Background: an optimization exercise with open tools, aiming at small area, a short achievable clock period and few clock cycles per item. Do not read the settings as production practice. The RTL was checked by simulation tests, not by an equivalence proof against the original design.

run a:
==> flow/design.v (excerpt) <==
module fc_layer_engine #(
    parameter int N_IN  = 64,
    parameter int N_OUT = 16,
    parameter int DW    = 10,
    parameter int WW    = 9,
    parameter int BW    = 11,
    parameter int ACCW  = 25,
    parameter int OW    = 16,
    parameter int SHIFT = 0
) (
    input  logic                       clk,
    input  logic                       rst_n,
    input  logic                       in_valid,
    input  logic [DW-1:0]              in_data,
    output logic                       in_ready,
    output logic [fc_pkg::idx_w(N_IN)-1:0] w_addr,
    input  logic [N_OUT*WW-1:0]        weight,
    input  logic [N_OUT*BW-1:0]        bias,
    output logic                       out_valid,
    input  logic                       out_ready,
    output logic [OW-1:0]              out_data,
    output logic [fc_pkg::idx_w(N_OUT)-1:0] out_idx,
    output logic                       layer_done
);
clock: 8.5 ns
lec_check: 0
cap_margin: 20
core_margin: 2
core_utilization: 55
setup_slack_margin: 5.0
slew_margin: 20
standard.sh (not shown) runs the stock make flow with config.mk's settings and CLKGATE_MAP_FILE= SYNTH_SCRIPT=/design/flow/synth_recipe.tcl, a recipe that flattens the netlist after the stock synthesis.
==> flow/flow/run.sh <==
#!/bin/bash
# Own layout flow, built on the standard flow (standard.sh):
#  1. the standard synthesis, unchanged (bash standard.sh synth);
#  2. flow/polarity.py re-wires the inverters around full-adder cells in the synthesized
#     netlist (a full adder fed complemented inputs gives complemented outputs), which removes
#     inverters; no flip-flop, port or other cell changes (the original netlist is kept as
#     1_2_yosys.std.v);
#  3. the standard ORFS layout steps (bash standard.sh finish) with the port buffers made of
#     plain buffers and a larger setup-repair margin, so that timing repair keeps working
#     towards a shorter clock period. The clock period and constraints are the design's.
# Each step writes its full output to a log file of its own in this folder.
set -euo pipefail
MARGIN=$(cat flow/margin.txt)
R=orfs/results/${FLOW_PLATFORM:-sky130hd}/fc_layer_engine/base
bash standard.sh synth > synth.log 2>&1
cp "$R/1_2_yosys.v" "$R/1_2_yosys.std.v"
python3 flow/polarity.py "$R/1_2_yosys.std.v" "$R/1_2_yosys.pol.v" > polarity.log 2>&1
mv "$R/1_2_yosys.pol.v" "$R/1_2_yosys.v"
rm -f "$R/1_synth.odb" "$R/1_synth.sdc"
bash standard.sh finish SETUP_SLACK_MARGIN="$MARGIN" \
    BUFFER_PORTS_ARGS="-buffer_cell sky130_fd_sc_hd__buf_1" > layout.log 2>&1
test -f out/final.def
Other scripts of this flow, unchanged in this note and not shown: flow/flow/margin.txt, flow/flow/polarity.py
Testbench counts of run a, summed over its fixed seeds: cycles 12,440, items 192.
Changes in run b relative to run a:
--- a/flow/design.v
+++ b/flow/design.v
@@ -394,25 +394,25 @@
     logic                   r_rd_last;   
     logic [N_OUT-1:0]       r_rd_oh;     
     logic                   r_out_valid;
     logic                   r_out_vint;  
     logic [OUT_W-1:0]       r_out_idx;
     logic                   r_out_last;  
     logic [OW-1:0]          r_out_data;
     logic [OW-1:0]          r_out_q;     
     logic [OW-1:0]          w_out_new;
     logic                   r_done;
     logic [RW-1:0]          r_obuf [N_OUT];
     logic [RW-1:0]          w_raw  [N_OUT];
-    localparam int NG = 2;
+    localparam int NG = 4;
     logic [ND-1:0]          g_one [NG];
     logic [ND-1:0]          g_two [NG];
     logic [ND-1:0]          g_neg [NG];
     logic [ND-1:0]          g_nsg [NG];
     logic [ND-1:0]          g_nz  [NG];
     logic                   g_first [NG];
     logic [N_OUT*WW-1:0]    r_w;
     logic [N_OUT*BW-1:0]    r_bias;      
     logic                   w_in_fire;
     logic                   w_out_fire;
     logic                   w_capture;
     logic                   w_move;
[summary]
Run b vs run a: via count down by a few percent. Core occupancy in the finished layout, run a and run b: higher on run a. Going from run a to run b, final worst slack now sits higher; non-clock buffer count shows a reduction of 12%; required time at the worst-slack endpoint shows a reduction of 2.25 ns; worst slack at placement went up by 0.0062 ns; synthesized cell count increased by 95 relative to the old numbers. From run a to run b the numbers moved as follows: total cell area at the placement stage went up; met2 capacity usage during global routing moved down; global routing met3 resource utilization now sits lower. Taking run a as the reference, in run b first-pass GRT wire length decreased 6.1%, post-synthesis instance area +0.0012 mm^2.
Testbench counts of run b, summed over its fixed seeds: cycles 12,440, items 192.

[separate check: timing with driven ports]
No port has a modelled driver above. Below, the same layouts with a new extraction and two added sets of constraints.
Step 1 (the two cells are an assumption about what drives the block):
set clk [get_ports {clk}]
set_driving_cell -lib_cell sky130_fd_sc_hd__clkbuf_16 $clk
set_driving_cell -lib_cell sky130_fd_sc_hd__buf_2 [delete_from_list [all_inputs] $clk]
Step 2 moves the port delays by t, midway between the first and last clock arrival at a register: inputs arrive t later, outputs are due t later. That takes back most of the time a late clock gives input paths.
Slacks: ideal ports / drivers / drivers and shift; pairs: ideal ports / drivers.
run	t, ns	setup WS [ns]	cell pins on the clock port's net
run a	0.920	5.258 / 5.258 / 4.843	1
run b	0.904	5.337 / 5.245 / 4.918	1
After both steps setup and hold are still met in every run listed. For run b, which loses most, drivers alone change the setup slack by -0.092 ns; drivers and shift together by -0.419 ns.
